This design comes from an exercise in tuning for small area on the open sky130 flow, not from production work. The RTL was checked by simulation tests, not by an equivalence proof against the original design. Power is estimated from default activity; no workload was simulated.

## fpga_config_loader
module fpga_config_loader #(
  parameter int          CFG_BITS  = 539,
  parameter logic [15:0] SYNC_WORD = 16'hA55A
) (
  input  logic                clock,
  input  logic                reset,
  input  logic                bs_data,
  input  logic                bs_valid,
  input  logic                abort,
  output logic [CFG_BITS-1:0] cfg_out,
  output logic                cfg_we,
  output logic                done,
  output logic                error,
  output logic                busy
);
Size: ~1,900 cells after synthesis, ~550 I/O pins.
export LEC_CHECK = 0
export ABC_AREA = 1
export CAP_MARGIN = 20
export CORE_MARGIN = 2
export CORE_UTILIZATION = 70
export SLEW_MARGIN = 20
create_clock -name core_clock -period 5.0 [get_ports {clock}]
standard.sh (not shown) runs the stock make flow with config.mk's settings and CLKGATE_MAP_FILE= SYNTH_SCRIPT=/design/flow/synth_recipe.tcl, a recipe that flattens the netlist after the stock synthesis.
==> flow/flow/run.sh <==
#!/bin/bash
# Standard ORFS layout (the standard.sh), with buf_1 port buffers and a
# clock tree built from small clock buffers without dummy loads.
set -euo pipefail
export BUFFER_PORTS_ARGS="-buffer_cell sky130_fd_sc_hd__buf_1"
export CTS_ARGS="-sink_clustering_enable -repair_clock_nets -dont_use_dummy_load -buf_list {sky130_fd_sc_hd__clkbuf_4 sky130_fd_sc_hd__clkbuf_8} -root_buf sky130_fd_sc_hd__clkbuf_8 -sink_clustering_buffer sky130_fd_sc_hd__clkbuf_4 -sink_clustering_size 10 -sink_clustering_max_diameter 35"
bash standard.sh > standard.log 2>&1
The baseline went through all stages and came out clean.
Edit:
==> flow/run.sh (new file) <==
#!/bin/bash
# synth_recipe.tcl (not shown) runs the flow's synth.tcl, then flattens the netlist and writes it again
# the make line also repeats each setting of config.mk as NAME=value (left out here)
make -C /OpenROAD-flow-scripts/flow DESIGN_CONFIG=/design/flow/config.mk WORK_HOME=/design/flow/orfs CLKGATE_MAP_FILE= SYNTH_SCRIPT=/design/flow/synth_recipe.tcl finish
- CORE_UTILIZATION: 70 -> 40
removed: flow/flow/run.sh
removed: flow/standard.sh
Non-clock buffer count goes up by 10.
Cell count went up by 17%.
Cell area rises by 16%.
Routed wire length went up by 6.9%.
Die area rises by 74%.
Flip-flop and latch count does not change.
Setup slack loses 150 ps.
Register-to-register slack gains 300 ps.
Critical path depth stays the same.
Via count went down by 2.9%.
Count of clock-buffer cells in the layout drops by 25.
Edit:
==> flow/flow/run.sh (new file) <==
#!/bin/bash
# Standard ORFS layout (the standard.sh), with buf_1 port buffers and a
# clock tree built from small clock buffers without dummy loads.
set -euo pipefail
export BUFFER_PORTS_ARGS="-buffer_cell sky130_fd_sc_hd__buf_1"
export CTS_ARGS="-sink_clustering_enable -repair_clock_nets -dont_use_dummy_load -buf_list {sky130_fd_sc_hd__clkbuf_4 sky130_fd_sc_hd__clkbuf_8} -root_buf sky130_fd_sc_hd__clkbuf_8 -sink_clustering_buffer sky130_fd_sc_hd__clkbuf_8 -sink_clustering_size 20 -sink_clustering_max_diameter 50"
bash standard.sh > standard.log 2>&1
==> flow/standard.sh (new file) <==
#!/bin/bash
# synth_recipe.tcl (not shown) runs the flow's synth.tcl, then flattens the netlist and writes it again
# the make line also repeats each setting of config.mk as NAME=value (left out here)
make -C /OpenROAD-flow-scripts/flow DESIGN_CONFIG=/design/flow/config.mk WORK_HOME=/design/flow/orfs CLKGATE_MAP_FILE= SYNTH_SCRIPT=/design/flow/synth_recipe.tcl "${@:-finish}"
- CORE_UTILIZATION: 40 -> 65
removed: flow/run.sh
Global-route usage goes up by 7.7 points.
Total power drops by 22%.
Routed wire length drops by 7.5%.
Worst hold slack loses 30 ps.
Non-clock buffer count goes down by 3.
Via count went down by 0.45%.
Synthesized area stays the same.
Edit:
==> flow/flow/run.sh (replaced) <==
#!/bin/bash
# Standard ORFS layout, with smaller port buffers and a clock tree built from
# smaller clock buffers (no dummy loads). Everything else is the standard.sh.
set -euo pipefail
export BUFFER_PORTS_ARGS="-buffer_cell sky130_fd_sc_hd__buf_1"
export CTS_ARGS="-sink_clustering_enable -repair_clock_nets -dont_use_dummy_load -buf_list {sky130_fd_sc_hd__clkbuf_4 sky130_fd_sc_hd__clkbuf_8 sky130_fd_sc_hd__clkbuf_16}"
bash standard.sh > standard.log 2>&1
- CORE_UTILIZATION: 65 -> 40
What happened: Cell area came out higher by 6.0%. Power is higher by 21%. Setup slack gets better by 94 ps. Core utilization came out lower by 26 points. Fmax rose by 2.6%. Flip-flop and latch count does not change. Wire length goes up by 4.4%. Hold slack gets better by 33 ps. Register-to-register slack barely changes.

-- port drivers added, routing unchanged --
No port has a modelled driver above. Below, the same layouts with a new extraction and two added sets of constraints.
Step 1, drivers: a clkbuf_16 drives clock and a buf_2 each remaining input, both assumed.
Step 2 also shifts input and output timing later by t, the mid clock arrival at the registers, as if the neighbouring blocks saw the same clock.
a / b / c = ideal ports / drivers / drivers and shift; a / b = the first two.
run	t, ns	setup slack, ns	worst register clock-pin slew, ns	cell pins on the clock port's net
the first run	0.801	1.181 / 1.123 / 1.329	0.11 / 0.11	1
the second run	0.703	1.028 / 0.967 / 1.308	0.07 / 0.07	1
the third run	0.712	1.312 / 1.254 / 1.449	0.12 / 0.12	1
the fourth run	0.710	1.406 / 1.345 / 1.459	0.07 / 0.07	1
After both steps every run listed still meets setup and hold.
